Context: an optimization exercise on an open-source flow, tuned for small area, a short achievable clock period and few clock cycles per item. The choices shown serve that exercise and are no tape-out recipe. In this exercise RTL edits were held to simulation tests only and were not proved equivalent to the original. No activity file was given, so power comes from the tool's default toggle rates.

--- design/flow/run.sh ---
#!/bin/bash
# synth_recipe.tcl (not shown) runs the flow's synth.tcl, then flattens the netlist and writes it again
# the make line also repeats each setting of config.mk as NAME=value (left out here)
make -C /OpenROAD-flow-scripts/flow DESIGN_CONFIG=/design/flow/config.mk WORK_HOME=/design/flow/orfs CLKGATE_MAP_FILE= SYNTH_SCRIPT=/design/flow/synth_recipe.tcl finish
--- design/flow/config.mk ---
export PLATFORM = sky130hd
export DESIGN_NAME = card_shoe
export DESIGN_NICKNAME = card_shoe
export VERILOG_FILES = /design/flow/design.v
export SDC_FILE = /design/flow/constraint.sdc
export NUM_CORES = 4
export LEC_CHECK = 0
export CAP_MARGIN = 20
export CORE_MARGIN = 2
export CORE_UTILIZATION = 40
export SLEW_MARGIN = 20
--- design/flow/constraint.sdc ---
create_clock -name core_clock -period 10.0 [get_ports {clk}]
set_input_delay 2.0000 -clock core_clock [delete_from_list [all_inputs] [get_ports {clk}]]
set_output_delay 2.0000 -clock core_clock [all_outputs]
set_load 0.01 [all_outputs]
--- design/flow/design.v ---
package csd_pkg;
	localparam int MAX_DECKS   = 8;
	localparam int DECK_CARDS  = 52;
	localparam int SUIT_COUNT  = 4;
	localparam int RANK_COUNT  = 13;
	localparam int STORE_DEPTH = MAX_DECKS * DECK_CARDS;
	localparam int ADDR_W      = 9;
	localparam int RND_W       = 31;
	localparam int CFG_W       = 9;
	localparam logic [1:0] OP_DEAL    = 2'd0;
	localparam logic [1:0] OP_LOAD    = 2'd1;
	localparam logic [1:0] OP_ARM     = 2'd2;
	localparam logic [1:0] OP_STEP    = 2'd3;
	localparam logic REG_DECK_COUNT   = 1'b0;
	localparam logic REG_CUT_POSITION = 1'b1;
	typedef struct packed {
		logic [1:0]       op;
		logic [RND_W-1:0] random_value;
	} req_t;
	typedef struct packed {
		logic              card_valid;
		logic [3:0]        card_rank;
		logic [1:0]        card_suit;
		logic [ADDR_W-1:0] cards_left;
		logic              reshuffle_needed;
		logic              shuffle_busy;
	} rsp_t;
	typedef struct packed {
		logic [1:0] suit;
		logic [3:0] rank;
	} card_t;
	typedef struct packed {
		logic              we;
		logic [ADDR_W-1:0] addr;
		card_t             data;
	} ram_wr_t;
	typedef struct packed {
		logic              re;
		logic [ADDR_W-1:0] addr;
	} ram_rd_t;
endpackage
import csd_pkg::*;
module csd_mod_unit (
	input  logic                       clk,
	input  logic                       arst_n,
	input  logic                       in_valid,
	input  logic [csd_pkg::RND_W-1:0]  dividend,
	input  logic [csd_pkg::ADDR_W-1:0] divisor,
	input  logic [csd_pkg::ADDR_W+1:0] divisor3,
	output logic                       any_valid,
	output logic                       out_valid,
	output logic [csd_pkg::ADDR_W-1:0] out_rem,
	output logic [csd_pkg::ADDR_W-1:0] out_div
);
	localparam int NST = RND_W / 2;      
	function automatic logic [ADDR_W-1:0] r4step(input logic [ADDR_W-1:0] r,
		input logic [1:0] v, input logic [ADDR_W-1:0] d, input logic [ADDR_W+1:0] d3);
		logic [ADDR_W+2:0] t, s1, s2, s3;
		t  = {1'b0, r, v};
		s1 = t - {3'b0, d};
		s2 = t - {2'b0, d, 1'b0};
		s3 = t - {1'b0, d3};
		if (!s3[ADDR_W+2])      r4step = s3[ADDR_W-1:0];
		else if (!s2[ADDR_W+2]) r4step = s2[ADDR_W-1:0];
		else if (!s1[ADDR_W+2]) r4step = s1[ADDR_W-1:0];
		else                    r4step = t[ADDR_W-1:0];
	endfunction
	function automatic logic [ADDR_W-1:0] r2step(input logic [ADDR_W-1:0] r,
		input logic b, input logic [ADDR_W-1:0] d);
		logic [ADDR_W+1:0] t;
		t = {2'b0, r, b} - {2'b0, d};
		r2step = t[ADDR_W+1] ? {r[ADDR_W-2:0], b} : t[ADDR_W-1:0];
	endfunction
	logic              v_q   [0:NST];
	logic [RND_W-3:0]  x_q   [0:NST];
	logic [ADDR_W-1:0] r_q   [0:NST];
	logic [ADDR_W-1:0] d_q   [0:NST];
	logic [ADDR_W+1:0] d3_q  [0:NST];
	logic [1:0]        top2;
	always_ff @(posedge clk or negedge arst_n) begin
		if (!arst_n) begin
			for (int s = 0; s <= NST; s++) v_q[s] <= 1'b0;
		end else begin
			v_q[0] <= in_valid;
			for (int s = 1; s <= NST; s++) v_q[s] <= v_q[s-1];
		end
	end
	always_comb begin
		top2 = dividend[RND_W-1:RND_W-2];
		if (divisor == 9'd2)                          top2 = {1'b0, top2[0]};
		else if (divisor == 9'd3 && top2 == 2'd3)     top2 = 2'd0;
	end
	always_ff @(posedge clk) begin
		x_q[0]  <= dividend[RND_W-3:0];
		r_q[0]  <= {7'd0, top2};
		d_q[0]  <= divisor;
		d3_q[0] <= divisor3;
	end
	for (genvar s = 1; s <= NST; s++) begin : g_st
		localparam int DONE = (2 * s + 2 > RND_W) ? RND_W : 2 * s + 2;
		logic [ADDR_W-1:0] r_n;
		always_comb begin
			if (2 * s + 2 > RND_W) r_n = r2step(r_q[s-1], x_q[s-1][RND_W-3], d_q[s-1]);
			else                   r_n = r4step(r_q[s-1], x_q[s-1][RND_W-3:RND_W-4], d_q[s-1], d3_q[s-1]);
			if (DONE < ADDR_W) r_n = r_n & ADDR_W'((1 << DONE) - 1);
		end
		always_ff @(posedge clk) begin
			x_q[s]  <= x_q[s-1] << 2;
			r_q[s]  <= r_n;
			d_q[s]  <= d_q[s-1];
			d3_q[s] <= d3_q[s-1];
		end
	end
	always_comb begin
		any_valid = 1'b0;
		for (int s = 0; s <= NST; s++) any_valid = any_valid | v_q[s];
	end
	assign out_valid = v_q[NST];
	assign out_rem   = r_q[NST];
	assign out_div   = d_q[NST];
endmodule
import csd_pkg::*;
module csd_card_ram (
	input  logic           clk,
	input  logic           shift,
	input  logic           wrap_rd,
	input  logic [7:0]     e_oh,
	input  logic           load,
	input  logic [25:0]    wr_hi,
	input  logic [15:0]    wr_lo,
	input  logic [25:0]    rd_hi,
	input  logic [15:0]    rd_lo,
	output csd_pkg::card_t rdata
);
	localparam int N = STORE_DEPTH;
	logic [N-1:0][5:0] st;
	logic [N-1:0][5:0] st_n;
	logic [5:0]        top;
	logic [5:0]        wrapv;
	always_comb begin
		logic [5:0] acc;
		acc = '0;
		for (int p = 0; p < N; p++)
			acc = acc | ({6{rd_hi[p >> 4] & rd_lo[p & 15]}} & st[p]);
		rdata = acc;
	end
	assign top   = st[N-1];
	assign wrapv = wrap_rd ? rdata : top;
	always_comb begin
		for (int p = 0; p < N; p++) begin
			logic [5:0] prev;
			logic [5:0] wv;
			logic       ws;
			if (p == 0) begin
				prev = wrapv;
			end else if ((p % 52) == 0 && e_oh[p / 52]) begin
				prev = wrapv;
			end else begin
				prev = st[p-1];
			end
			wv[3:0] = load ? 4'((p % 13) + 1) : top[3:0];
			wv[5:4] = load ? 2'((p / 13) % 4) : top[5:4];
			ws = load | (wr_hi[p >> 4] & wr_lo[p & 15]);
			st_n[p] = ({6{ws}} & wv) | ({6{shift & !ws}} & prev) |
				({6{!shift & !ws}} & st[p]);
		end
	end
	always_ff @(posedge clk) begin
		st <= st_n;
	end
endmodule
import csd_pkg::*;
module card_shoe_shuffle_deal (
	input  logic             clk,
	input  logic             arst_n,
	input  logic             start,
	output logic             busy,
	input  csd_pkg::req_t    req,
	output logic             done,
	output csd_pkg::rsp_t    rsp,
	input  logic             cfg_we,
	input  logic             cfg_index,
	input  logic [csd_pkg::CFG_W-1:0] cfg_data
);
	localparam logic [ADDR_W-1:0] TOP_SLOT = ADDR_W'(STORE_DEPTH - 1);
	logic [3:0]        deck_count_q;
	logic [ADDR_W-1:0] cut_position_q;
	logic [ADDR_W-1:0] shoe_size_q;
	logic [ADDR_W-1:0] deal_position_q;
	logic [ADDR_W-1:0] shuffle_index_q;
	logic              shuffle_active_q;
	logic              busy_q;
	logic [ADDR_W-1:0] entry_q;          
	logic [7:0]        e_oh_q;           
	logic [ADDR_W-1:0] base_q;           
	logic              aligned_q;        
	logic [ADDR_W-1:0] dslot_q;          
	logic              barrier_q;
	logic              load_pend_q;
	logic              pend_q;           
	logic              x_valid_q;
	logic [25:0]       rd_hi_q, wr_hi_q;
	logic [15:0]       rd_lo_q, wr_lo_q;
	logic              acc_q;
	logic              deal_card_q;
	logic              done_q;
	logic              card_valid_q;
	csd_pkg::card_t    card_q;
	logic [ADDR_W-1:0] cards_left_q;
	logic              reshuffle_q;
	logic              shuffle_busy_q;
	logic              accept;
	logic              deal_ok;
	logic              step_ok;
	logic              stop_reached;
	logic [3:0]        decks_sat;
	logic [ADDR_W-1:0] shoe_of_decks;
	logic              in_valid;
	logic              m_any;
	logic              m_valid;
	logic [ADDR_W-1:0] m_rem;
	logic [ADDR_W-1:0] m_div;
	logic              do_load;
	logic              idle_shift;
	logic              ring_shift;
	logic              at_top;
	logic [ADDR_W-1:0] base_inc;
	logic [ADDR_W-1:0] dslot_inc;
	logic [ADDR_W-1:0] new_entry;
	csd_pkg::card_t    rdata;
	logic [ADDR_W-1:0] shoe_size_n, deal_position_n, shuffle_index_n;
	logic              shuffle_active_n, p_zero, p_inc;
	logic              barrier_n, pend_n;
	logic [ADDR_W-1:0] base_n;
	logic [ADDR_W-1:0] rslot, wslot;
	assign decks_sat     = (deck_count_q > 4'(MAX_DECKS)) ? 4'(MAX_DECKS) : deck_count_q;
	assign shoe_of_decks = ADDR_W'(decks_sat) * ADDR_W'(DECK_CARDS);
	assign stop_reached  = (deal_position_q >= cut_position_q) ||
		(deal_position_q >= shoe_size_q);
	assign deal_ok       = !shuffle_active_q && !stop_reached &&
		(deal_position_q < ADDR_W'(STORE_DEPTH));
	assign step_ok       = shuffle_active_q && (shuffle_index_q != '0);
	assign accept   = start && !busy_q;
	assign in_valid = accept && (req.op == OP_STEP) && step_ok;
	csd_mod_unit u_mod (
		.clk       (clk),
		.arst_n    (arst_n),
		.in_valid  (in_valid),
		.dividend  (req.random_value),
		.divisor   (shuffle_index_q + 9'd1),
		.divisor3  ({2'b0, shuffle_index_q} + {1'b0, shuffle_index_q, 1'b0} + 11'd3),
		.any_valid (m_any),
		.out_valid (m_valid),
		.out_rem   (m_rem),
		.out_div   (m_div)
	);
	assign do_load    = barrier_q && load_pend_q && !pend_q;
	assign idle_shift = barrier_q && !load_pend_q && !pend_q && !aligned_q;
	assign ring_shift = x_valid_q || idle_shift;
	assign at_top     = (base_q == TOP_SLOT);
	assign base_inc   = at_top ? entry_q : base_q + 9'd1;
	assign dslot_inc  = (dslot_q == TOP_SLOT) ? entry_q : dslot_q + 9'd1;
	assign new_entry  = ADDR_W'(STORE_DEPTH) - shoe_size_q;
	csd_card_ram u_ram (
		.clk     (clk),
		.shift   (ring_shift),
		.wrap_rd (x_valid_q),
		.e_oh    (e_oh_q),
		.load    (do_load),
		.wr_hi   (wr_hi_q),
		.wr_lo   (wr_lo_q),
		.rd_hi   (rd_hi_q),
		.rd_lo   (rd_lo_q),
		.rdata   (rdata)
	);
	always_ff @(posedge clk or negedge arst_n) begin
		if (!arst_n) begin
			deck_count_q   <= 4'd6;
			cut_position_q <= 9'd234;
		end else if (cfg_we) begin
			unique case (cfg_index)
				REG_DECK_COUNT:   deck_count_q   <= cfg_data[3:0];
				REG_CUT_POSITION: cut_position_q <= cfg_data;
				default: begin
				end
			endcase
		end
	end
	always_comb begin
		shoe_size_n      = shoe_size_q;
		deal_position_n  = deal_position_q;
		shuffle_index_n  = shuffle_index_q;
		shuffle_active_n = shuffle_active_q;
		p_zero           = 1'b0;
		p_inc            = 1'b0;
		if (accept) begin
			unique case (req.op)
				OP_DEAL: begin
					if (deal_ok) begin
						deal_position_n = deal_position_q + 9'd1;
						p_inc           = 1'b1;
					end
				end
				OP_LOAD: begin
					shoe_size_n     = shoe_of_decks;
					deal_position_n = '0;
					p_zero          = 1'b1;
					if (decks_sat != 4'd0) begin
						shuffle_index_n  = shoe_of_decks - 9'd1;
						shuffle_active_n = 1'b1;
					end else begin
						shuffle_index_n  = '0;
						shuffle_active_n = 1'b0;
					end
				end
				OP_ARM: begin
					if (shoe_size_q > 9'd1) begin
						shuffle_index_n  = shoe_size_q - 9'd1;
						shuffle_active_n = 1'b1;
					end else begin
						shuffle_index_n  = '0;
						shuffle_active_n = 1'b0;
						deal_position_n  = '0;
						p_zero           = 1'b1;
					end
				end
				default: begin
					if (step_ok) begin
						shuffle_index_n = shuffle_index_q - 9'd1;
						if (shuffle_index_q == 9'd1) begin
							shuffle_active_n = 1'b0;
							deal_position_n  = '0;
							p_zero           = 1'b1;
						end
					end else begin
						shuffle_active_n = 1'b0;
					end
				end
			endcase
		end
	end
	always_comb begin
		if (accept && (req.op == OP_LOAD || req.op == OP_ARM)) barrier_n = 1'b1;
		else if (do_load) barrier_n = 1'b0;
		else if (barrier_q && !pend_q && !load_pend_q && (aligned_q || at_top)) barrier_n = 1'b0;
		else barrier_n = barrier_q;
		pend_n = in_valid || m_any;
		if (do_load)         base_n = new_entry;
		else if (ring_shift) base_n = base_inc;
		else                 base_n = base_q;
	end
	always_ff @(posedge clk or negedge arst_n) begin
		if (!arst_n) begin
			shoe_size_q      <= '0;
			deal_position_q  <= '0;
			shuffle_index_q  <= '0;
			shuffle_active_q <= 1'b0;
			busy_q           <= 1'b0;
			barrier_q        <= 1'b0;
			load_pend_q      <= 1'b0;
			pend_q           <= 1'b0;
			x_valid_q        <= 1'b0;
			entry_q          <= ADDR_W'(STORE_DEPTH);
			e_oh_q           <= '0;
			base_q           <= ADDR_W'(STORE_DEPTH);
			aligned_q        <= 1'b1;
			dslot_q          <= ADDR_W'(STORE_DEPTH);
		end else begin
			shoe_size_q      <= shoe_size_n;
			deal_position_q  <= deal_position_n;
			shuffle_index_q  <= shuffle_index_n;
			shuffle_active_q <= shuffle_active_n;
			busy_q           <= barrier_n || (pend_n && !shuffle_active_n);
			barrier_q        <= barrier_n;
			pend_q           <= pend_n;
			x_valid_q        <= m_valid;
			if (accept && req.op == OP_LOAD) load_pend_q <= 1'b1;
			else if (do_load)                load_pend_q <= 1'b0;
			base_q <= base_n;
			if (do_load) begin
				entry_q   <= new_entry;
				for (int n = 0; n < 8; n++)
					e_oh_q[n] <= (shoe_size_q == ADDR_W'(STORE_DEPTH - DECK_CARDS * n));
				aligned_q <= 1'b1;
			end else if (ring_shift) begin
				aligned_q <= at_top;
			end
			if (do_load)               dslot_q <= new_entry;
			else if (p_zero)           dslot_q <= base_n;
			else if (ring_shift || p_inc) dslot_q <= dslot_inc;
		end
	end
	assign rslot = m_valid ? ADDR_W'(STORE_DEPTH) - m_div + m_rem : dslot_q;
	assign wslot = ADDR_W'(STORE_DEPTH + 1) - m_div + m_rem;
	always_ff @(posedge clk) begin
		for (int k = 0; k < 26; k++) rd_hi_q[k] <= (rslot[8:4] == 5'(k));
		for (int k = 0; k < 16; k++) rd_lo_q[k] <= (rslot[3:0] == 4'(k));
		for (int k = 0; k < 26; k++) wr_hi_q[k] <= m_valid && (wslot[8:4] == 5'(k));
		for (int k = 0; k < 16; k++) wr_lo_q[k] <= (wslot[3:0] == 4'(k));
	end
	always_ff @(posedge clk or negedge arst_n) begin
		if (!arst_n) begin
			acc_q       <= 1'b0;
			deal_card_q <= 1'b0;
			done_q      <= 1'b0;
		end else begin
			acc_q       <= accept;
			deal_card_q <= accept && (req.op == OP_DEAL) && deal_ok;
			done_q      <= acc_q;
		end
	end
	always_ff @(posedge clk) begin
		card_valid_q   <= deal_card_q;
		card_q         <= deal_card_q ? rdata : '0;
		cards_left_q   <= shoe_size_q - deal_position_q;
		reshuffle_q    <= stop_reached;
		shuffle_busy_q <= shuffle_active_q;
	end
	assign busy = busy_q;
	assign done = done_q;
	always_comb begin
		rsp.card_valid       = card_valid_q;
		rsp.card_rank        = card_q.rank;
		rsp.card_suit        = card_q.suit;
		rsp.cards_left       = cards_left_q;
		rsp.reshuffle_needed = reshuffle_q;
		rsp.shuffle_busy     = shuffle_busy_q;
	end
endmodule
module card_shoe (
	input  logic       clk,
	input  logic       arst_n,
	input  logic       start,
	output logic       busy,
	input  logic [1:0] req_op,
	input  logic [30:0] req_random,
	output logic       done,
	output logic       rsp_card_valid,
	output logic [3:0] rsp_card_rank,
	output logic [1:0] rsp_card_suit,
	output logic [8:0] rsp_cards_left,
	output logic       rsp_reshuffle_needed,
	output logic       rsp_shuffle_busy,
	input  logic       cfg_we,
	input  logic       cfg_index,
	input  logic [8:0] cfg_data
);
	csd_pkg::req_t req;
	csd_pkg::rsp_t rsp;
	assign req.op           = req_op;
	assign req.random_value = req_random;
	card_shoe_shuffle_deal u_core (
		.clk       (clk),
		.arst_n    (arst_n),
		.start     (start),
		.busy      (busy),
		.req       (req),
		.done      (done),
		.rsp       (rsp),
		.cfg_we    (cfg_we),
		.cfg_index (cfg_index),
		.cfg_data  (cfg_data)
	);
	assign rsp_card_valid       = rsp.card_valid;
	assign rsp_card_rank        = rsp.card_rank;
	assign rsp_card_suit        = rsp.card_suit;
	assign rsp_cards_left       = rsp.cards_left;
	assign rsp_reshuffle_needed = rsp.reshuffle_needed;
	assign rsp_shuffle_busy     = rsp.shuffle_busy;
endmodule
==> results of run 1 <==
logic make-up after synthesis:
logic type / after synthesis / synth area share, %
compound gates: 4795 / 19.4
xor+xnor: 236 / 1.24
fa+ha+maj: 496 / 3.93
buf+inv: 2567 / 5.98
flops: 3331 / 40.3
mux: 183 / 1.16
simple gates: 11083 / 28.0
synth_stat cells (103+ instances only):
master    number  share of area, %
nand2_1     6359                14
a22oi_1      830               3.7
xnor2_1      158              0.83
a311oi_1    1027               5.4
nor2_1      1621               3.6
o21ai_0     1497               4.5
dfxtp_1     3235                39
inv_1        469               1.1
ha_1         450               3.4
mux2i_1      104              0.62
clkbuf_1    1817               4.1
nand4_1      234              0.88
buf_2        117              0.35
nor3_1       153              0.46
nor2b_1      117              0.44
a21oi_1      536               1.6
nand3_1     2184               6.6
a222oi_1     104              0.62
nor4_1       103              0.39
buf_1        121              0.27
o22ai_1      219              0.82
per-layer routing:
metal  track usage [%]  GRT overflow
met3              57.8             0
met2              85.3             2
met1              75.1             0
met4              67.9             2
met5              33.7             0
power groups by stage:
stage / combinational (µW) / clock, µW / sequential [µW]
after global placement: 31700 / 0 / 31100
after floorplan: 20900 / 0 / 21500
after detailed placement: 32400 / 0 / 31000
after CTS: 32600 / 15000 / 30700
worst min-delay path by stage:
stage	start	slack, ns	depth (start not counted)	to
after detailed placement	u_core.u_mod.x_q[5][25]	0.31	0	u_core.u_mod.x_q[6][27]
after CTS	u_core.u_mod.x_q[0][18]	0.31	0	u_core.u_mod.x_q[1][20]
after global placement	u_core.u_mod.x_q[3][19]	0.31	0	u_core.u_mod.x_q[4][21]
after floorplan	u_core.u_mod.x_q[9][18]	0.31	0	u_core.u_mod.x_q[10][20]
stage by stage:
step / utilization [%] / setup slack [ns]
4_1_cts: 44.5 / 4.60
2_1_floorplan: - / 6.16
3_5_place_dp: 41.3 / 4.61
3_3_place_gp: 41.3 / 4.23
==> flow_summary_export.csv, run 1 <==
group,metric,value,unit
place,place_area,172000,µm²
clocking,cts_resized,0,
clocking,hold_buffers,0,
synthesis,synth-edff-count,0,
clocking,cts_buffers,379,
grt,grt_usage,72.1,%
run_status,lastStage,"global routing (5_1_grt)",
grt,overflow,4,
place,dp_cells,26780,
floorplan,rows,237,
floorplan,initial_core_util,40.1,%
place,gp_congestion,1.31,
synthesis,synthArstFlopShare,2.88,%
clocking,root_buffer,"clkbuf_16",
clocking,htree_levels,5,
synthesis,synth-seq-cells,3331,
synthesis,ys.flop_type,"dfxtp_1",
synthesis,syn_area,167000,µm²
place,io_buffers,66,
grt,grt_max_degree,202,
grt,grt_pass1_wl,2020,mm
run_status,error,"[ERROR GRT-0116] Global routing finished with congestion. Check the congestion regions in the DRC Viewer.",
synthesis,syn_inst,22691,
synthesis,yosysSeqAreaShare,40.3,%
synthesis,yosys_warnings,8,
synthesis,synthDistinctLibCells,92,
grt,grt_pass1_vias,189167,
run_status,outcome,"did not finish",
floorplan,pin_count,67,
floorplan,die_w,650,µm
clocking,clkSinkCount,3331,
place,dp_hpwl,1140,mm
clocking,cts_setup_buffers,0,
synthesis,synth_area_per_cell,7.35,µm²
floorplan,dieHeight,650,µm
synthesis,syn_nets,23234,
clocking,clockBufferDepth,4,
Testbench counts, summed over its fixed seeds: cycles 10,780, requests 10,252.
==> inputs of run 2 (changes only) <==
--- a/design/flow/design.v
+++ b/design/flow/design.v
@@ -125,3 +125,4 @@
 	input  logic           shift,
-	input  logic           wrap_rd,
+	input  logic           fix,
+	input  csd_pkg::card_t fixd,
 	input  logic [7:0]     e_oh,
@@ -138,8 +139,16 @@
 	logic [5:0]        top;
-	logic [5:0]        wrapv;
+	logic [N-1:0]      s_sh, s_h, s_nw;
+	logic [N-1:0][5:0] nwv, prevs;
+	logic [25:0][5:0] row;
 	always_comb begin
 		logic [5:0] acc;
+		for (int h = 0; h < 26; h++) begin
+			acc = '0;
+			for (int l = 0; l < 16; l++)
+				acc = acc | ({6{rd_lo[l]}} & st[16 * h + l]);
+			row[h] = acc;
+		end
 		acc = '0;
-		for (int p = 0; p < N; p++)
-			acc = acc | ({6{rd_hi[p >> 4] & rd_lo[p & 15]}} & st[p]);
+		for (int h = 0; h < 26; h++)
+			acc = acc | ({6{rd_hi[h]}} & row[h]);
 		rdata = acc;
@@ -147,3 +156,2 @@
 	assign top   = st[N-1];
-	assign wrapv = wrap_rd ? rdata : top;
 	always_comb begin
@@ -151,8 +159,8 @@
 			logic [5:0] prev;
-			logic [5:0] wv;
 			logic       ws;
+			logic [5:0] wv;
 			if (p == 0) begin
-				prev = wrapv;
+				prev = top;
 			end else if ((p % 52) == 0 && e_oh[p / 52]) begin
-				prev = wrapv;
+				prev = top;
 			end else begin
@@ -162,5 +170,21 @@
 			wv[5:4] = load ? 2'((p / 13) % 4) : top[5:4];
-			ws = load | (wr_hi[p >> 4] & wr_lo[p & 15]);
-			st_n[p] = ({6{ws}} & wv) | ({6{shift & !ws}} & prev) |
-				({6{!shift & !ws}} & st[p]);
+			nwv[p]  = ~wv;
+			prevs[p]    = prev;
+			ws      = load | (wr_hi[p >> 4] & wr_lo[p & 15]);
+			s_nw[p] = !ws;
+			s_sh[p] = shift & !ws;
+			s_h[p]  = !shift & !ws;
+		end
+	end
+	for (genvar p = 0; p < N; p++) begin : g_slot
+		for (genvar b = 0; b < 6; b++) begin : g_bit
+			csd_slot_bit u_bit (
+				.s_sh (s_sh[p]),
+				.s_h  (s_h[p]),
+				.s_nw (s_nw[p]),
+				.nwv  (nwv[p][b]),
+				.prev (prevs[p][b]),
+				.q    (st[p][b]),
+				.d    (st_n[p][b])
+			);
 		end
@@ -168,5 +192,25 @@
 	always_ff @(posedge clk) begin
-		st <= st_n;
+		for (int p = 0; p < N; p++) begin
+			if (fix && (p % 52) == 0 && e_oh[p / 52] && !shift)
+				st[p] <= fixd;
+			else if (fix && (p % 52) == 1 && e_oh[p / 52] && shift)
+				st[p] <= fixd;
+			else
+				st[p] <= st_n[p];
+		end
 	end
 endmodule
+module csd_slot_bit (
+	input  logic s_sh,
+	input  logic s_h,
+	input  logic s_nw,
+	input  logic nwv,
+	input  logic prev,
+	input  logic q,
+	output logic d
+);
+	logic x;
+	assign x = ~((s_sh & prev) | (s_h & q));
+	assign d = ~((s_nw | nwv) & x);
+endmodule
 import csd_pkg::*;
@@ -200,3 +244,9 @@
 	logic              pend_q;           
-	logic              x_valid_q;
+	logic              a_valid_q;        
+	logic [ADDR_W-1:0] a_j_q;
+	logic [ADDR_W-1:0] a_off_q;
+	logic              x_valid_q;        
+	logic              fix_q;            
+	csd_pkg::card_t    fixd_q;
+	logic              ready_q;          
 	logic [25:0]       rd_hi_q, wr_hi_q;
@@ -242,3 +292,3 @@
 	assign step_ok       = shuffle_active_q && (shuffle_index_q != '0);
-	assign accept   = start && !busy_q;
+	assign accept   = start && ready_q;
 	assign in_valid = accept && (req.op == OP_STEP) && step_ok;
@@ -266,3 +316,4 @@
 		.shift   (ring_shift),
-		.wrap_rd (x_valid_q),
+		.fix     (fix_q),
+		.fixd    (fixd_q),
 		.e_oh    (e_oh_q),
@@ -346,3 +397,3 @@
 		else barrier_n = barrier_q;
-		pend_n = in_valid || m_any;
+		pend_n = in_valid || m_any || a_valid_q || x_valid_q;
 		if (do_load)         base_n = new_entry;
@@ -358,2 +409,3 @@
 			busy_q           <= 1'b0;
+			ready_q          <= 1'b1;
 			barrier_q        <= 1'b0;
@@ -361,3 +413,5 @@
 			pend_q           <= 1'b0;
+			a_valid_q        <= 1'b0;
 			x_valid_q        <= 1'b0;
+			fix_q            <= 1'b0;
 			entry_q          <= ADDR_W'(STORE_DEPTH);
@@ -373,5 +427,8 @@
 			busy_q           <= barrier_n || (pend_n && !shuffle_active_n);
+			ready_q          <= !(barrier_n || (pend_n && !shuffle_active_n));
 			barrier_q        <= barrier_n;
 			pend_q           <= pend_n;
-			x_valid_q        <= m_valid;
+			a_valid_q        <= m_valid;
+			x_valid_q        <= a_valid_q;
+			fix_q            <= x_valid_q;
 			if (accept && req.op == OP_LOAD) load_pend_q <= 1'b1;
@@ -392,4 +449,9 @@
 	end
-	assign rslot = m_valid ? ADDR_W'(STORE_DEPTH) - m_div + m_rem : dslot_q;
-	assign wslot = ADDR_W'(STORE_DEPTH + 1) - m_div + m_rem;
+	always_ff @(posedge clk) begin
+		a_j_q   <= m_rem;
+		a_off_q <= ADDR_W'(STORE_DEPTH) - m_div;
+		fixd_q  <= rdata;
+	end
+	assign rslot = a_valid_q ? a_off_q + a_j_q : dslot_q;
+	assign wslot = a_off_q + a_j_q + 9'd1;
 	always_ff @(posedge clk) begin
@@ -397,3 +459,3 @@
 		for (int k = 0; k < 16; k++) rd_lo_q[k] <= (rslot[3:0] == 4'(k));
-		for (int k = 0; k < 26; k++) wr_hi_q[k] <= m_valid && (wslot[8:4] == 5'(k));
+		for (int k = 0; k < 26; k++) wr_hi_q[k] <= a_valid_q && (wslot[8:4] == 5'(k));
 		for (int k = 0; k < 16; k++) wr_lo_q[k] <= (wslot[3:0] == 4'(k));
--- a/design/flow/config.mk
+++ b/design/flow/config.mk
@@ -9,3 +9,4 @@
 export CORE_MARGIN = 2
-export CORE_UTILIZATION = 40
+export CORE_UTILIZATION = 30
 export SLEW_MARGIN = 20
+export SYNTH_HIERARCHICAL = 1
==> run 2 against run 1 <==
Synthesized area down 11%; the run now finishes clean; synthesized cell count down 32%.
==> flow_summary_export.csv, run 2 <==
group,metric,value,unit
run_status,outcome,"no timing/DRC/antenna violations",
detailed_routing,drt_wl_total,584,mm
timing,hold_viol_final,0,
synthesis,yosys_warnings,14,
cells_and_area,area.growth.synth_to_final,13.3,%
clocking,hold_buffers,0,
grt,grt_pass1_wl,848,mm
cells_and_area,multiInputGateArea,75800,µm²
timing,fmax,224,MHz
floorplan,dieHeight,706,µm
cells_and_area,largest_reg_flops,2496,
timing,setup_viol,0,
timing,totalNegativeSetupSlack,0,ns
cells_and_area,regArea,68200,µm²
power_and_ir_drop,power.leakage,0.0600,µW
clocking,root_buffer,"clkbuf_16",
cells_and_area,regMostFlops,"u_core.u_ram.st",
synthesis,synth_area_per_cell,9.61,µm²
clocking,clockBufferDepth,4,
power_and_ir_drop,peakVddDrop,0.000323,V
floorplan,die-area,498000,µm²
floorplan,coreArea,490000,µm²
setup_path,worst-path-max-fanout,59,
detailed_routing,vias,135969,
power_and_ir_drop,p_clk_share,19.6,%
timing,fin_crit_sh,44.7,%
timing,rsz0062_at_grt,"false",
setup_path,start_kind,"flip-flop",
synthesis,syn_area,148000,µm²
setup_path,startpoint,"u_core.pend_q",
clocking,cts_buffers,347,
timing,worst_hold_slack,0.318,ns
place,io_buffers,66,
clocking,htree_levels,5,
power_and_ir_drop,p_int,38700,µW
synthesis,ys.flop_type,"dfxtp_1",
clocking,cts_setup_buffers,0,
floorplan,initial_core_util,30.1,%
setup_path,cp.arrival,5.37,ns
synthesis,yosysSeqAreaShare,46.0,%
grt,grt_usage,22.0,%
synthesis,synthArstFlopShare,2.96,%
clocking,insertion_delay,1.03,ns
power_and_ir_drop,power.density,417,nW/µm²
synthesis,synth_compound_area_share,35.3,%
grt,grt_pass1_vias,125789,
detailed_routing,viasPerCell,6.15,
synthesis,yosys-top-cells-count,"3,273 x dfxtp_1, 2,684 x a22oi_1, 2,518 x o21ai_1",
power_and_ir_drop,pwr-share-comb,42.9,%
cells_and_area,layout_commonest_cell,"dfxtp_1",
setup_path,cp.required,10.90,ns
synthesis,synthTopCellsByArea,"dfxtp_1 44%, a22oi_1 14%, o21ai_1 8.5%",
cells_and_area,fin_nets,15879,
floorplan,pin_count,67,
synthesis,synth_top_area_share,44.3,%
power_and_ir_drop,seqPwrFrac,37.4,%
synthesis,synthXorXnorAreaFrac,1.25,%
min_path,hp-class,"reg2reg",
synthesis,syn_nets,15931,
clocking,clk_pin_slew,0.07,ns
synthesis,synth_mux_area_share,1.88,%
synthesis,yosysMostFrequentCell,"dfxtp_1",
place,gp_congestion,0.955,
timing,report.final.slew_viol_count,0,
floorplan,die_w,706,µm
timing,worst_pin_slew,1.27,ns
grt,grt_max_degree,175,
floorplan,rows,257,
min_path,worst_hold_startpoint,"u_core.u_mod.x_q[3][25]",
setup_path,rr_startpoint,"u_core.pend_q",
grt,antenna_found_initial,28,
timing,post-route-min-period,4.47,ns
clocking,clkSinkCount,3373,
detailed_routing,ant_nets,0,
synthesis,synth_top_family_by_area,"compound AO/OA/AOI/OAI gates",
timing,slew_headroom,15.5,%
synthesis,yosys.area.top_type,"dfxtp_1",
setup_path,crit_type,"reg2reg",
synthesis,synth_adder_area_share,4.42,%
grt,overflow,0,
setup_path,cp-end-kind,"flip-flop",
clocking,cts_tree,"done",
detailed_routing,first_iter_violations,19986,
cells_and_area,final_cell_mix,"3,241 x dfxtp_1, 2,684 x a22oi_1, 2,517 x o21ai_1, 654 x a21oi_1, 577 x a221oi_1",
synthesis,syn_inst,15389,
place,dp_hpwl,381,mm
detailed_routing,drc,0,
synthesis,synthSimpleGateAreaFrac,8.42,%
synthesis,synthDistinctLibCells,111,
detailed_routing,wl_per_cell,26.4,µm
clocking,cts_resized,0,
synthesis,synth-edff-count,0,
power_and_ir_drop,swShare,44.6,%
cells_and_area,layout-drive-gt1-share,6.59,%
run,maxCapViolCount,0,
detailed_routing,drtPass1Iterations,9,
timing,finClkSkew,0.105,ns
power_and_ir_drop,switchingPower,31200,µW
synthesis,synth-seq-cells,3373,
cells_and_area,fillers,49542,
cells_and_area,reg_top3,"u_core.u_ram.st x2496, u_core.u_mod.x_q x225, u_core.u_mod.d3_q x154",
-- run 2: cell type report --
type	count	share of cell area (%)
inverters	376	0.847
well taps	6475	4.84
clock inverters	146	1.18
repair buffers	207	1.17
multi-input cells	11032	45.3
diodes	13	0.0194
flip-flops and latches	3373	40.7
clock buffers	485	5.93
-- run 2: critical path, cell delays in order, from the launching register on --
cell	delay [ns]
dfrtp_1	0.40
nand3b_1	0.16
buf_4	0.23
inv_8	0.36
buf_4	0.61
nand2b_4	1.04
buf_4	0.97
o21ai_1	0.16
mux2_2	0.29
-- run 2: worst paths after layout --
path	endpoint	slack, ns	cells past startpoint
max	u_core.u_ram.st[2185]	5.53	8
min	u_core.u_mod.x_q[4][27]	0.32	0
max reg2reg	u_core.u_ram.st[2185]	5.53	8
min reg2reg	u_core.u_mod.x_q[4][27]	0.32	0
max in group asynchronous	u_core.dslot_q[6]	7.99	2
min in group asynchronous	u_core.cut_position_q[8]	0.96	1
-- run 2: Yosys stat by module (local to each module, per instance), excerpt --
module | flip-flops and latches | area (µm²) | cells inside
csd_mod_unit | 667 | 32500 | 3349
card_shoe_shuffle_deal | 210 | 10200 | 1060
csd_card_ram | 2496 | 73900 | 5988
csd_slot_bit | 0 | 12.5 | 2
-- run 2: power by group through the flow --
| stage | combinational (µW) | sequential (µW) | clock, µW |
|---|---|---|---|
| 2_1_floorplan | 21900 | 22400 | 0 |
| 3_3_place_gp | 28700 | 26000 | 0 |
| 3_5_place_dp | 29200 | 26000 | 0 |
| 4_1_cts | 29300 | 25700 | 13900 |
| 5_1_grt | 32800 | 26300 | 14400 |
| 6_report | 30000 | 26100 | 13700 |
-- run 2: kinds of logic (layout without fill, tap and decap cells) --
| kind of cell | count (synthesis) | in the layout |
|---|---|---|
| other | 0 | 13 |
| AND/OR/NAND/NOR | 2242 | 2242 |
| multiplexers | 255 | 255 |
| flip-flops | 3373 | 3373 |
| adder cells (fa/ha/maj) | 495 | 495 |
| AO/OA/AOI/OAI | 7831 | 7831 |
| buffers and inverters | 984 | 1214 |
| XOR/XNOR | 209 | 209 |
-- run 2: layer usage --
metal | vias to the layer above | wire, µm | GRT usage [%]
met5 | - | 166 | 0
met4 | 28 | 34700 | 11.6
met3 | 1761 | 60900 | 4.68
met2 | 7980 | 251000 | 33.7
met1 | 65768 | 238000 | 29.0
li1 | 60432 | - | -
-- run 2: stage by stage --
step / cell area (µm²) / utilization (%) / std cells / total power, µW / setup WS [ns]
floorplan: 148000 / - / 15389 / 44300 / 0.861
global placement: 155000 / 31.7 / 21461 / 54700 / 5.15
detailed placement: 155000 / 31.7 / 21461 / 55200 / 5.30
CTS: 167000 / 34.1 / 22092 / 68900 / 5.67
global route: 167000 / 34.1 / 22099 / 73500 / 5.43
finish: 167000 / 34.1 / 22107 / 69900 / 5.53
Testbench counts of run 2, summed over its fixed seeds: cycles 10,828, requests 10,252.
==> inputs of run 3 (changes only) <==
--- a/design/flow/config.mk
+++ b/design/flow/config.mk
@@ -8,4 +8,9 @@
 export CAP_MARGIN = 20
+export CELL_PAD_IN_SITES_DETAIL_PLACEMENT = 1
+export CELL_PAD_IN_SITES_GLOBAL_PLACEMENT = 1
 export CORE_MARGIN = 2
 export CORE_UTILIZATION = 30
+export CTS_CLUSTER_DIAMETER = 70
+export CTS_CLUSTER_SIZE = 30
+export PLACE_DENSITY = 0.5
 export SLEW_MARGIN = 20
==> run 3 against run 2 <==
Synthesized area unchanged; final area about the same; non-clock buffer count increased by 42; clock power about the same; final cell count about the same; worst setup slack got worse by 0.13 ns; sequential share of layout area about the same; total power increased by 2.8%; flip-flop and latch count unchanged; critical endpoint is now u_core.card_q[0]; largest power group unchanged.
==> flow_summary_export.csv, run 3 <==
group,metric,value,unit
run_status,outcome,"no timing/DRC/antenna violations",
clocking,hold_buffers,0,
setup_path,worst-r2r-cell-count,8,
clocking,clkSinkCount,3373,
timing,slew_headroom,12.5,%
power_and_ir_drop,power.density,429,nW/µm²
detailed_routing,viasPerCell,6.10,
run,maxCapViolCount,0,
detailed_routing,first_iter_violations,13451,
floorplan,die_w,706,µm
setup_path,r2r_end,"u_core.card_q[0]",
synthesis,synthArstFlopShare,2.96,%
place,gp_congestion,0.866,
floorplan,pin_count,67,
min_path,worst_hold_startpoint,"u_core.u_mod.x_q[2][6]",
power_and_ir_drop,peakVddDrop,0.000442,V
grt,grt_pass1_vias,132935,
timing,hold_viol_final,0,
synthesis,yosys.area.top_type,"dfxtp_1",
setup_path,crit_type,"reg2reg",
grt,grt_max_degree,167,
timing,worst_pin_slew,1.31,ns
min_path,hold_path_depth,0,
timing,fmax,218,MHz
detailed_routing,drc,0,
clocking,cts_buffers,317,
detailed_routing,vias,134862,
cells_and_area,largest_reg_flops,2496,
floorplan,initial_core_util,30.1,%
synthesis,synth-edff-count,0,
synthesis,yosysSeqAreaShare,46.0,%
synthesis,syn_nets,15931,
synthesis,ys.flop_type,"dfxtp_1",
detailed_routing,wl_per_cell,31.8,µm
cells_and_area,fillers,54946,
detailed_routing,drtPass1Iterations,6,
floorplan,coreArea,490000,µm²
clocking,root_buffer,"clkbuf_16",
timing,setup_viol,0,
clocking,cts_resized,0,
detailed_routing,ant_nets,0,
detailed_routing,drt_wl_total,702,mm
clocking,clk_pin_slew,0.10,ns
synthesis,synth_top_area_share,44.3,%
timing,rsz0062_at_grt,"false",
cells_and_area,finalCoreUtilization,34.2,%
synthesis,yosys-top-cells-count,"3,273 x dfxtp_1, 2,684 x a22oi_1, 2,518 x o21ai_1",
synthesis,synth-seq-cells,3373,
cells_and_area,fin_nets,15891,
cells_and_area,layout-drive-gt1-share,6.98,%
min_path,whs_endpoint,"u_core.u_mod.x_q[3][8]",
setup_path,rr_startpoint,"u_core.rd_lo_q[9]",
setup_path,cp-end-kind,"flip-flop",
setup_path,r2r_slack,5.41,ns
timing,finClkSkew,0.0519,ns
clocking,htree_levels,5,
floorplan,dieHeight,706,µm
clocking,insertion_delay,1.02,ns
synthesis,syn_area,148000,µm²
grt,grt_pass1_wl,1000,mm
floorplan,rows,257,
setup_path,worst-path-max-fanout,96,
timing,totalNegativeSetupSlack,0,ns
synthesis,synth_area_per_cell,9.61,µm²
cells_and_area,layout_commonest_cell,"dfxtp_1",
place,io_buffers,66,
grt,antenna_found_initial,62,
synthesis,syn_inst,15389,
clocking,cts_tree,"done",
cells_and_area,area.growth.synth_to_final,13.3,%
timing,report.final.slew_viol_count,0,
clocking,cts_setup_buffers,0,
timing,post-route-min-period,4.59,ns
clocking,clockBufferDepth,4,
setup_path,cp.arrival,5.50,ns
synthesis,yosysMostFrequentCell,"dfxtp_1",
cells_and_area,final_cell_mix,"3,233 x dfxtp_1, 2,684 x a22oi_1, 2,517 x o21ai_1, 653 x a21oi_1, 577 x a221oi_1",
cells_and_area,regMostFlops,"u_core.u_ram.st",
power_and_ir_drop,power,71800,µW
synthesis,yosys_warnings,14,
power_and_ir_drop,power.leakage,0.0600,µW
setup_path,cp.required,10.90,ns
place,dp_hpwl,475,mm
synthesis,synthDistinctLibCells,111,
grt,overflow,0,
setup_path,start_kind,"flip-flop",
synthesis,synthTopCellsByArea,"dfxtp_1 44%, a22oi_1 14%, o21ai_1 8.5%",
min_path,hp-class,"reg2reg",
cells_and_area,reg_top3,"u_core.u_ram.st x2496, u_core.u_mod.x_q x225, u_core.u_mod.d3_q x154",
timing,fin_crit_sh,45.9,%
floorplan,die-area,498000,µm²
grt,grt_usage,26.9,%
run 3: cell counts after synthesis:
Identical to the previous run, type by type.
run 3: routing by layer:
metal	vias up	track usage [%]	wire, µm
met5	-	0	103
met4	16	9.00	25200
met3	1026	3.66	42800
met2	4486	41.3	305000
met1	68874	38.6	329000
li1	60460	-	-
run 3: cell type report:
cell class	count	area, µm²	share of cell area [%]
multi-input cells	11032	75900	45.3
clock buffers	351	8410	5.02
diodes	12	30.0	0.0179
clock inverters	229	3130	1.87
flip-flops and latches	3373	68200	40.7
repair buffers	249	2360	1.41
inverters	376	1420	0.847
well taps	6475	8100	4.84
run 3: power breakdown:
part           total [µW]  switching, µW  leakage (µW)  internal (µW)
Combinational       31500          19700        0.0259          11800
Clock               13700           6690       0.00559           6990
Sequential          26600           7480        0.0285          19100
run 3: per-module statistics from Yosys, one instance, submodules excluded, excerpt:
module                  flops+latches  area, µm²
card_shoe_shuffle_deal            210      10200
csd_card_ram                     2496      73900
csd_mod_unit                      667      32500
csd_slot_bit                        0       12.5
run 3: kinds of logic (layout without fill, tap and decap cells):
family	count (synthesis)	after routing	share of synthesized area (%)
multiplexers	255	255	1.88
adder cells (fa/ha/maj)	495	495	4.42
AND/OR/NAND/NOR	2242	2242	8.42
buffers and inverters	984	1205	2.74
flip-flops	3373	3373	46.0
XOR/XNOR	209	209	1.25
AO/OA/AOI/OAI	7831	7831	35.3
other	0	12	0
run 3: stage by stage:
| stage | hold slack (ns) | instance area [µm²] | setup slack (ns) | std cells |
|---|---|---|---|---|
| after detailed placement | 0.313 | 156000 | 5.21 | 21503 |
| after CTS | 0.309 | 167000 | 5.63 | 22083 |
| final | 0.309 | 167000 | 5.41 | 22097 |
| after global routing | 0.302 | 167000 | 5.41 | 22088 |
| after floorplan | 0.310 | 148000 | 0.861 | 15389 |
| after global placement | 0.310 | 156000 | 5.11 | 21501 |
run 3: worst max path at each step:
stage                     cells past startpoint          startpoint                     to
after global routing                         10       u_core.pend_q  u_core.u_ram.st[1563]
final                                         8   u_core.rd_lo_q[9]       u_core.card_q[0]
after global placement                        9           req_op[0]      u_core.dslot_q[2]
after detailed placement                      9           req_op[0]      u_core.dslot_q[2]
after floorplan                              10  u_core.load_pend_q     u_core.u_ram.st[0]
after CTS                                    10       u_core.pend_q  u_core.u_ram.st[1565]
run 3: worst max-delay path, stage by stage (launching register included):
cell and delay, ns:
dfxtp_4 0.50, buf_12 0.30, buf_4 0.53, a221oi_1 0.34, nand3_1 0.10, o21ai_0 0.93
nand4_1 0.65, or4_1 0.70, and2_1 0.18
==> inputs of run 4 (changes only) <==
--- a/design/flow/design.v
+++ b/design/flow/design.v
@@ -124,3 +124,3 @@
 	input  logic           clk,
-	input  logic           shift,
+	input  logic [7:0]     shift,
 	input  logic           fix,
@@ -128,3 +128,3 @@
 	input  logic [7:0]     e_oh,
-	input  logic           load,
+	input  logic [7:0]     load,
 	input  logic [25:0]    wr_hi,
@@ -132,3 +132,4 @@
 	input  logic [25:0]    rd_hi,
-	input  logic [15:0]    rd_lo,
+	input  logic [15:0]    rd_lo_a,
+	input  logic [15:0]    rd_lo_b,
 	output csd_pkg::card_t rdata
@@ -147,3 +148,3 @@
 			for (int l = 0; l < 16; l++)
-				acc = acc | ({6{rd_lo[l]}} & st[16 * h + l]);
+				acc = acc | ({6{(h < 13) ? rd_lo_a[l] : rd_lo_b[l]}} & st[16 * h + l]);
 			row[h] = acc;
@@ -168,10 +169,10 @@
 			end
-			wv[3:0] = load ? 4'((p % 13) + 1) : top[3:0];
-			wv[5:4] = load ? 2'((p / 13) % 4) : top[5:4];
+			wv[3:0] = load[p / 52] ? 4'((p % 13) + 1) : top[3:0];
+			wv[5:4] = load[p / 52] ? 2'((p / 13) % 4) : top[5:4];
 			nwv[p]  = ~wv;
 			prevs[p]    = prev;
-			ws      = load | (wr_hi[p >> 4] & wr_lo[p & 15]);
+			ws      = load[p / 52] | (wr_hi[p >> 4] & wr_lo[p & 15]);
 			s_nw[p] = !ws;
-			s_sh[p] = shift & !ws;
-			s_h[p]  = !shift & !ws;
+			s_sh[p] = shift[p / 52] & !ws;
+			s_h[p]  = !shift[p / 52] & !ws;
 		end
@@ -193,5 +194,5 @@
 		for (int p = 0; p < N; p++) begin
-			if (fix && (p % 52) == 0 && e_oh[p / 52] && !shift)
+			if (fix && (p % 52) == 0 && e_oh[p / 52] && !shift[p / 52])
 				st[p] <= fixd;
-			else if (fix && (p % 52) == 1 && e_oh[p / 52] && shift)
+			else if (fix && (p % 52) == 1 && e_oh[p / 52] && shift[p / 52])
 				st[p] <= fixd;
@@ -245,4 +246,4 @@
 	logic              a_valid_q;        
-	logic [ADDR_W-1:0] a_j_q;
-	logic [ADDR_W-1:0] a_off_q;
+	logic [ADDR_W-1:0] a_rslot_q;
+	logic [ADDR_W-1:0] a_wslot_q;
 	logic              x_valid_q;        
@@ -252,3 +253,7 @@
 	logic [25:0]       rd_hi_q, wr_hi_q;
-	logic [15:0]       rd_lo_q, wr_lo_q;
+	logic [15:0]       rd_lo_a_q, rd_lo_b_q, wr_lo_q;
+	logic              idle_q;           
+	logic              ld_any_q;         
+	logic [7:0]        sh_q;             
+	logic [7:0]        ld_q;             
 	logic              acc_q;
@@ -306,4 +311,4 @@
 	);
-	assign do_load    = barrier_q && load_pend_q && !pend_q;
-	assign idle_shift = barrier_q && !load_pend_q && !pend_q && !aligned_q;
+	assign do_load    = ld_any_q;
+	assign idle_shift = idle_q;
 	assign ring_shift = x_valid_q || idle_shift;
@@ -315,3 +320,3 @@
 		.clk     (clk),
-		.shift   (ring_shift),
+		.shift   (sh_q),
 		.fix     (fix_q),
@@ -319,3 +324,3 @@
 		.e_oh    (e_oh_q),
-		.load    (do_load),
+		.load    (ld_q),
 		.wr_hi   (wr_hi_q),
@@ -323,3 +328,4 @@
 		.rd_hi   (rd_hi_q),
-		.rd_lo   (rd_lo_q),
+		.rd_lo_a (rd_lo_a_q),
+		.rd_lo_b (rd_lo_b_q),
 		.rdata   (rdata)
@@ -402,2 +408,36 @@
 	end
+	logic       load_pend_n, aligned_n, idle_n, ld_any_n;
+	logic [7:0] e_oh_n, sh_n, ld_n;
+	always_comb begin
+		if (accept && req.op == OP_LOAD) load_pend_n = 1'b1;
+		else if (do_load)                load_pend_n = 1'b0;
+		else                             load_pend_n = load_pend_q;
+		if (do_load)         aligned_n = 1'b1;
+		else if (ring_shift) aligned_n = at_top;
+		else                 aligned_n = aligned_q;
+		for (int n = 0; n < 8; n++)
+			e_oh_n[n] = do_load ? (shoe_size_q == ADDR_W'(STORE_DEPTH - DECK_CARDS * n)) : e_oh_q[n];
+		idle_n   = barrier_n && !load_pend_n && !pend_n && !aligned_n;
+		ld_any_n = barrier_n && load_pend_n && !pend_n;
+		for (int n = 0; n < 8; n++) begin
+			logic in_ring;
+			in_ring = 1'b0;
+			for (int m = 0; m <= n; m++) in_ring = in_ring | e_oh_n[m];
+			sh_n[n] = (a_valid_q || idle_n) && in_ring;
+			ld_n[n] = ld_any_n && (shoe_size_n >= ADDR_W'(STORE_DEPTH - DECK_CARDS * n));
+		end
+	end
+	always_ff @(posedge clk or negedge arst_n) begin
+		if (!arst_n) begin
+			idle_q   <= 1'b0;
+			ld_any_q <= 1'b0;
+			sh_q     <= '0;
+			ld_q     <= '0;
+		end else begin
+			idle_q   <= idle_n;
+			ld_any_q <= ld_any_n;
+			sh_q     <= sh_n;
+			ld_q     <= ld_n;
+		end
+	end
 	always_ff @(posedge clk or negedge arst_n) begin
@@ -450,11 +490,12 @@
 	always_ff @(posedge clk) begin
-		a_j_q   <= m_rem;
-		a_off_q <= ADDR_W'(STORE_DEPTH) - m_div;
-		fixd_q  <= rdata;
+		a_rslot_q <= m_rem - m_div + ADDR_W'(STORE_DEPTH);
+		a_wslot_q <= m_rem - m_div + ADDR_W'(STORE_DEPTH + 1);
+		fixd_q    <= rdata;
 	end
-	assign rslot = a_valid_q ? a_off_q + a_j_q : dslot_q;
-	assign wslot = a_off_q + a_j_q + 9'd1;
+	assign rslot = a_valid_q ? a_rslot_q : dslot_q;
+	assign wslot = a_wslot_q;
 	always_ff @(posedge clk) begin
 		for (int k = 0; k < 26; k++) rd_hi_q[k] <= (rslot[8:4] == 5'(k));
-		for (int k = 0; k < 16; k++) rd_lo_q[k] <= (rslot[3:0] == 4'(k));
+		for (int k = 0; k < 16; k++) rd_lo_a_q[k] <= (rslot[3:0] == 4'(k)) && (rslot < 9'd208);
+		for (int k = 0; k < 16; k++) rd_lo_b_q[k] <= (rslot[3:0] == 4'(k)) && (rslot >= 9'd208);
 		for (int k = 0; k < 26; k++) wr_hi_q[k] <= a_valid_q && (wslot[8:4] == 5'(k));
==> design/flow/flow/run.sh (new file) <==
#!/bin/bash
# Layout flow: the standard ORFS flow (standard.sh, standard synthesis unchanged,
# same clock period and constraints), with two changes to how the layout is made:
#  - the port buffers are plain buffers (sky130_fd_sc_hd__buf_4) instead of the delay
#    cell buffer_ports picks by default; every port still gets its buffer;
#  - repair_timing is asked for 6.2 ns of setup slack, so it sizes and buffers the
#    paths longer than 3.8 ns instead of stopping at the 10 ns clock.
# The full output of the run goes to flow_run.log in the work folder; ORFS keeps each
# step's own log under orfs/logs/.
set -euo pipefail
export BUFFER_PORTS_ARGS="-buffer_cell sky130_fd_sc_hd__buf_4"
export SETUP_SLACK_MARGIN=6.2
bash standard.sh finish > flow_run.log 2>&1
==> design/flow/standard.sh (new file) <==
#!/bin/bash
# synth_recipe.tcl (not shown) runs the flow's synth.tcl, then flattens the netlist and writes it again
# the make line also repeats each setting of config.mk as NAME=value (left out here)
make -C /OpenROAD-flow-scripts/flow DESIGN_CONFIG=/design/flow/config.mk WORK_HOME=/design/flow/orfs CLKGATE_MAP_FILE= SYNTH_SCRIPT=/design/flow/synth_recipe.tcl "${@:-finish}"
removed: design/flow/run.sh
==> run 4 against run 3 <==
Total power down 13%; final cell count up 1.4%; worst setup slack better by 0.68 ns; clock power about the same; flip-flop and latch count up 38; first-iteration DRC count up 4.0%; synthesized cell count up 0.87%; critical endpoint is now u_core.card_q[5]; largest cell class unchanged; largest power group is now registers; via count up 0.63%; wire length up 2.1%; still clean; combinational power down 23%; critical path depth down 1.
==> flow_summary_export.csv, run 4 <==
group,metric,value,unit
power_and_ir_drop,switchingPower,28500,µW
cells_and_area,multiInputGateArea,76500,µm²
clocking,hold_buffers,0,
timing,slew_headroom,20.8,%
synthesis,synthSimpleGateAreaFrac,8.59,%
synthesis,synth_compound_area_share,34.5,%
synthesis,synth_mux_area_share,2.10,%
cells_and_area,fillers,56038,
synthesis,syn_area,150000,µm²
synthesis,syn_nets,16066,
synthesis,synth-seq-cells,3411,
synthesis,synth-edff-count,0,
grt,antenna_found_initial,59,
place,gp_congestion,0.900,
power_and_ir_drop,pwr-share-comb,38.7,%
min_path,hp-class,"reg2reg",
detailed_routing,wl_per_cell,32.0,µm
setup_path,crit_type,"reg2reg",
synthesis,synth_top_family_by_area,"compound AO/OA/AOI/OAI gates",
clocking,clockBufferDepth,4,
floorplan,pin_count,67,
detailed_routing,viasPerCell,6.06,
timing,report.final.slew_viol_count,0,
cells_and_area,reg_top3,"u_core.u_ram.st x2496, u_core.u_mod.x_q x225, u_core.u_mod.d3_q x154",
power_and_ir_drop,peakVddDrop,0.000201,V
synthesis,synthDistinctLibCells,114,
timing,rsz0062_at_grt,"true",
timing,finClkSkew,0.0735,ns
timing,fmax,256,MHz
floorplan,die_w,710,µm
setup_path,startpoint,"u_core.rd_lo_b_q[14]",
synthesis,yosys.area.top_type,"dfxtp_1",
detailed_routing,drt_wl_total,717,mm
place,dp_cells,21803,
power_and_ir_drop,p_clk_share,21.9,%
grt,grt_pass1_vias,132997,
clocking,htree_levels,5,
timing,post-route-min-period,3.91,ns
clocking,root_buffer,"clkbuf_16",
clocking,cts_buffers,311,
timing,worst_pin_slew,1.19,ns
setup_path,crit_path_end,"u_core.card_q[5]",
grt,overflow,0,
cells_and_area,layout-drive-gt1-share,8.56,%
setup_path,rr_startpoint,"u_core.rd_lo_b_q[14]",
power_and_ir_drop,power.leakage,0.0585,µW
synthesis,yosysSeqAreaShare,46.1,%
synthesis,syn_inst,15523,
cells_and_area,instances_no_fill,22408,
synthesis,synthXorXnorAreaFrac,1.23,%
setup_path,cp-end-kind,"flip-flop",
cells_and_area,largest_reg_flops,2496,
floorplan,coreArea,497000,µm²
setup_path,cp.required,10.89,ns
clocking,clkSinkCount,3411,
detailed_routing,drc,0,
place,io_buffers,66,
synthesis,yosys_warnings,14,
synthesis,synth_area_per_cell,9.64,µm²
detailed_routing,first_iter_violations,13992,
timing,hold_viol_final,0,
floorplan,die-area,504000,µm²
setup_path,worst-r2r-cell-count,7,
run,maxCapViolCount,0,
cells_and_area,finalCoreUtilization,34.1,%
cells_and_area,final_cell_mix,"3,228 x dfxtp_1, 2,717 x a22oi_1, 2,538 x o21ai_1, 654 x a21oi_1, 548 x a22o_1",
synthesis,yosysMostFrequentCell,"dfxtp_1",
setup_path,r2r_end,"u_core.card_q[5]",
clocking,cts_tree,"done",
floorplan,rows,259,
grt,grt_max_degree,89,
cells_and_area,area.growth.synth_to_final,13.3,%
timing,setup_viol,0,
power_and_ir_drop,swShare,45.7,%
cells_and_area,layout_commonest_cell,"dfxtp_1",
power_and_ir_drop,seqPwrFrac,39.4,%
synthesis,synth_adder_area_share,4.38,%
setup_path,r2r_slack,6.09,ns
min_path,worst_hold_startpoint,"u_core.u_mod.x_q[1][6]",
synthesis,synth_top_area_share,44.0,%
timing,fin_crit_sh,39.1,%
floorplan,dieHeight,710,µm
place,dp_hpwl,505,mm
detailed_routing,ant_nets,0,
synthesis,yosys-top-cells-count,"3,289 x dfxtp_1, 2,732 x a22oi_1, 2,536 x o21ai_1",
setup_path,cp.arrival,4.80,ns
detailed_routing,vias,135711,
setup_path,start_kind,"flip-flop",
timing,totalNegativeSetupSlack,0,ns
floorplan,initial_core_util,30.1,%
run_status,outcome,"no timing/DRC/antenna violations",
detailed_routing,drtPass1Iterations,17,
cells_and_area,fin_nets,16021,
synthesis,synthTopCellsByArea,"dfxtp_1 44%, a22oi_1 14%, o21ai_1 8.5%",
grt,grt_usage,27.1,%
clocking,clk_pin_slew,0.10,ns
cells_and_area,regArea,69200,µm²
power_and_ir_drop,p_int,33900,µW
synthesis,synthArstFlopShare,3.58,%
cells_and_area,regMostFlops,"u_core.u_ram.st",
grt,grt_pass1_wl,1010,mm
power_and_ir_drop,power.density,369,nW/µm²
clocking,insertion_delay,1.03,ns
setup_path,worst-path-max-fanout,42,
synthesis,ys.flop_type,"dfxtp_1",
[run 4: cell types whose count changed after synthesis, moves of 40 or more]
cell	previous run	this run
nand2b_1	87	159
buf_2	94	145
buf_1	101	43
a22oi_1	2684	2732
nor2_1	354	424
a221oi_1	577	527
nand2_1	253	213
buf_6	26	69
[run 4: layout make-up]
class                      count  share of cell area [%]
timing repair buffer         282                    1.44
clock buffer                 351                    4.90
inverter                     393                   0.878
antenna                       14                  0.0207
multi-input combinational  11079                    45.2
sequential                  3411                    40.8
tap                         6655                    4.91
clock inverter               223                    1.86
[run 4: power by group through the flow]
stage	clock network (µW)	logic, µW	registers (µW)
after CTS	14000	24000	24500
after global routing	14500	26600	24900
after floorplan	0	16500	20600
after detailed placement	0	23800	24800
final	13700	24200	24600
after global placement	0	23600	24900
[run 4: modules after synthesis, one instance, submodules excluded, excerpt]
module	cell area [µm²]	cells inside	flip-flops and latches
csd_card_ram	74900	6110	2496
csd_slot_bit	12.5	2	0
card_shoe_shuffle_deal	11500	1192	248
csd_mod_unit	31900	3229	667
[run 4: cells by family (layout without fill, tap and decap cells)]
logic type | Yosys count | after routing
buf+inv | 1033 | 1249
compound gates | 7773 | 7773
mux | 287 | 287
other cells | 0 | 14
fa+ha+maj | 496 | 496
xor+xnor | 210 | 210
simple gates | 2313 | 2313
flops | 3411 | 3411
[run 4: stage by stage]
stage	setup WS [ns]	power [µW]	hold WS, ns	area, µm²
2_1_floorplan	6.18	37100	0.310	150000
3_3_place_gp	5.65	48500	0.310	157000
3_5_place_dp	5.63	48600	0.313	157000
4_1_cts	6.11	62400	0.291	169000
5_1_grt	6.13	65900	0.294	169000
6_report	6.09	62500	0.284	169000
[run 4: worst min-delay path by stage]
stage | endpoint | slack, ns | cells after the start
after floorplan | u_core.u_mod.x_q[10][20] | 0.31 | 0
after global placement | u_core.u_mod.x_q[5][13] | 0.31 | 0
after detailed placement | u_core.u_mod.x_q[8][20] | 0.31 | 0
after CTS | u_core.u_mod.x_q[2][8] | 0.29 | 0
after global routing | u_core.u_mod.x_q[2][8] | 0.29 | 0
final | u_core.u_mod.x_q[2][8] | 0.28 | 0
[run 4: layer usage]
layer  up-vias  track usage, %  share of wire [%]
li1      60750               -                  -
met5         -               0              0.018
met1     69008            37.5                 45
met4        22            10.4                4.4
met2      4786            42.4                 44
met3      1145            4.22                6.7
[run 4: timing repair]
| action | in CTS | in global routing |
|---|---|---|
| pin swaps | 18 | 13 |
| cloned | 0 | 1 |
| endpoints found under the setup margin | 20 | 11 |
| buffers inserted | 1 | 12 |
| resized for setup | 30 | 41 |
[run 4: critical path, cell delays in order, from the launching register on]
cell and delay [ns]:
dfxtp_4 0.55, buf_8 0.36, a221oi_1 0.32, nand4_1 0.58, a22oi_2 0.62, nand4_1 0.48
or4_4 0.64, and2_1 0.17
Testbench counts of run 4, summed over its fixed seeds: cycles 10,828, requests 10,252.
==> inputs of run 5 (changes only) <==
--- a/design/flow/design.v
+++ b/design/flow/design.v
@@ -287,3 +287,3 @@
 	logic              shuffle_active_n, p_zero, p_inc;
-	logic              barrier_n, pend_n;
+	logic              barrier_n, pend_n, pend_deal_n;
 	logic [ADDR_W-1:0] base_n;
@@ -404,2 +404,3 @@
 		pend_n = in_valid || m_any || a_valid_q || x_valid_q;
+		pend_deal_n = in_valid || m_any || a_valid_q;
 		if (do_load)         base_n = new_entry;
@@ -466,4 +467,4 @@
 			shuffle_active_q <= shuffle_active_n;
-			busy_q           <= barrier_n || (pend_n && !shuffle_active_n);
-			ready_q          <= !(barrier_n || (pend_n && !shuffle_active_n));
+			busy_q           <= barrier_n || (pend_deal_n && !shuffle_active_n);
+			ready_q          <= !(barrier_n || (pend_deal_n && !shuffle_active_n));
 			barrier_q        <= barrier_n;
--- a/design/flow/config.mk
+++ b/design/flow/config.mk
@@ -12,4 +12,4 @@
 export CORE_UTILIZATION = 30
-export CTS_CLUSTER_DIAMETER = 70
-export CTS_CLUSTER_SIZE = 30
+export CTS_CLUSTER_DIAMETER = 100
+export CTS_CLUSTER_SIZE = 20
 export PLACE_DENSITY = 0.5
==> run 5 against run 4 <==
Wire length is 1.6% lower; fmax grew 1.4%; global-route usage shrank 0.28 points; synthesized cell count about the same; worst setup slack better by 0.056 ns; sequential power down 3%; synthesized area about the same; non-clock buffer count decreased by 10; count of clock-buffer cells in the layout decreased by 100; total power shrank 11%; critical path depth rose by 1; sequential share of layout area increased by 1.5 points; largest power group unchanged.
==> flow_summary_export.csv, run 5 <==
group,metric,value,unit
run_status,outcome,"no timing/DRC/antenna violations",
cells_and_area,largest_reg_flops,2496,
detailed_routing,viasPerCell,6.06,
synthesis,synth_adder_area_share,4.38,%
timing,hold_viol_final,0,
place,dp_hpwl,494,mm
synthesis,synthArstFlopShare,3.58,%
floorplan,coreArea,497000,µm²
synthesis,yosysMostFrequentCell,"dfxtp_1",
timing,fmax,259,MHz
cells_and_area,regMostFlops,"u_core.u_ram.st",
clocking,cts_setup_buffers,0,
timing,worst_pin_slew,1.31,ns
grt,grt_pass1_wl,1000,mm
synthesis,synth_top_area_share,44.0,%
setup_path,cp_cell_sequence,"buf_4, a22o_1, a221oi_1, nand4_1, a22oi_1, nand4_1, or4_1, and2_1",
synthesis,yosys.area.top_type,"dfxtp_1",
floorplan,die_w,710,µm
cells_and_area,fin_nets,15901,
clocking,insertion_delay,1.00,ns
setup_path,worst-path-max-fanout,42,
setup_path,path_buf_inv,1,
setup_path,crit_type,"reg2reg",
grt,grt_max_degree,87,
grt,grt_usage,26.9,%
synthesis,syn_area,150000,µm²
timing,slew_headroom,12.0,%
grt,antenna_found_initial,50,
place,dp_slack,5.64,ns
clocking,clk_pin_slew,0.09,ns
synthesis,syn_nets,16059,
clocking,clockBufferDepth,4,
place,place_area,157000,µm²
place,io_buffers,66,
synthesis,synth_compound_area_share,34.5,%
detailed_routing,first_iter_violations,13820,
grt,overflow,0,
synthesis,yosys-top-cells-count,"3,289 x dfxtp_1, 2,731 x a22oi_1, 2,542 x o21ai_1",
synthesis,synthTopCellsByArea,"dfxtp_1 44%, a22oi_1 14%, o21ai_1 8.5%",
cells_and_area,fin_area,164000,µm²
timing,fin_crit_sh,38.6,%
setup_path,start_kind,"flip-flop",
detailed_routing,drtPass1Iterations,6,
floorplan,dieHeight,710,µm
timing,rsz0062_at_grt,"true",
cells_and_area,area.growth.synth_to_final,9.35,%
grt,grt_pass1_vias,131652,
clocking,clkSinkCount,3411,
clocking,root_buffer,"clkbuf_16",
clocking,cts_tree,"done",
setup_path,cpLargestDelayFamily,"simple AND/OR/NAND/NOR gates",
synthesis,synth_mux_area_share,2.16,%
detailed_routing,drc,0,
run,maxCapViolCount,0,
synthesis,yosys_warnings,14,
cells_and_area,layout_commonest_cell,"dfxtp_1",
timing,post-route-min-period,3.86,ns
setup_path,cp.required,10.89,ns
cells_and_area,fillers,56288,
synthesis,synth-seq-cells,3411,
setup_path,crit_slowest_cell,"a22oi_1",
power_and_ir_drop,power.density,342,nW/µm²
timing,totalNegativeSetupSlack,0,ns
setup_path,cp.arrival,4.75,ns
floorplan,initial_core_util,30.1,%
setup_path,cp-end-kind,"flip-flop",
cells_and_area,regArea,69200,µm²
clocking,hold_buffers,0,
cells_and_area,reg_top3,"u_core.u_ram.st x2496, u_core.u_mod.x_q x225, u_core.u_mod.d3_q x154",
synthesis,synth_top_family_by_area,"compound AO/OA/AOI/OAI gates",
place,gp_congestion,0.911,
## run 5: cell count changes after synthesis, moves of 4 or more
cell | before | now
mux2_2 | 193 | 200
nand3b_1 | 10 | 14
o21a_1 | 92 | 96
inv_1 | 392 | 388
a211o_1 | 8 | 15
o22ai_1 | 29 | 25
a31oi_1 | 34 | 26
o211ai_1 | 40 | 36
nor2_1 | 424 | 436
o21ai_0 | 231 | 222
o21ai_1 | 2536 | 2542
## run 5: cell families after synthesis
kind of cell	after synthesis
AOI/OAI and AO/OA	7758
DFF	3411
and+or+nand+nor	2321
buffers and inverters	1024
adders and majority gates	496
muxes	295
xor gates and xnor gates	211
## run 5: per-layer routing
metal  GRT usage, %  wire (µm)  vias to the layer above
met2           41.8     309000                     4329
met5              0        133                        -
met3           3.95      44100                      887
met1           38.0     327000                    68551
li1               -          -                    60182
met4           8.73      25900                       22
## run 5: final timing paths
check,from,end,cells past startpoint
min in group asynchronous,arst_n,u_core.cut_position_q[8],1
max,u_core.rd_lo_a_q[2],u_core.card_q[5],8
max reg2reg,u_core.rd_lo_a_q[2],u_core.card_q[5],8
max in group asynchronous,arst_n,u_core.done_q,2
min reg2reg,u_core.u_mod.x_q[6][24],u_core.u_mod.x_q[7][26],0
min,u_core.u_mod.x_q[6][24],u_core.u_mod.x_q[7][26],0
## run 5: power by group
part	leakage, µW	switching, µW	internal [µW]	total, µW
registers	0.0285	6110	17700	23800
clock network	0.00292	5220	4040	9260
logic	0.0241	14100	8670	22800
## run 5: what timing repair did
action	in CTS	in global routing
gates resized for setup	19	18
pin swaps	3	16
endpoints found under the setup margin	17	7
## run 5: through the flow
| stage | utilization [%] | total power [µW] | cells | hold WS [ns] |
|---|---|---|---|---|
| after global placement | 31.6 | 46500 | 21801 | 0.310 |
| after detailed placement | 31.6 | 46600 | 21804 | 0.313 |
| after CTS | 32.9 | 56000 | 22092 | 0.316 |
| after global routing | 32.9 | 59300 | 22096 | 0.333 |
| after floorplan | - | 36200 | 15516 | 0.310 |
| final | 32.9 | 55900 | 22114 | 0.319 |
## run 5: per-module statistics from Yosys (local to each module, per instance), excerpt
module | copies in the design | cell area [µm²]
csd_slot_bit | 2496 | 12.5
card_shoe_shuffle_deal | 1 | 11400
csd_card_ram | 1 | 74900
csd_mod_unit | 1 | 31900
## run 5: cell type report
class / instances / share of cell area [%]
Sequential cell: 3411 / 42.3
Antenna cell: 19 / 0.0291
Multi-Input combinational cell: 11081 / 46.7
Inverter: 388 / 0.891
Clock inverter: 37 / 0.313
Timing Repair Buffer: 272 / 1.29
Clock buffer: 251 / 3.35
Tap cell: 6655 / 5.09
Testbench counts of run 5, summed over its fixed seeds: cycles 10,804, requests 10,252.

Setup slack of run 5, layout unchanged: 6.145 ns with ideal ports, 6.145 ns with driving cells assumed (clock clkbuf_16, inputs buf_2), 5.592 ns with port delays also shifted by the 1.093 ns mid clock arrival.
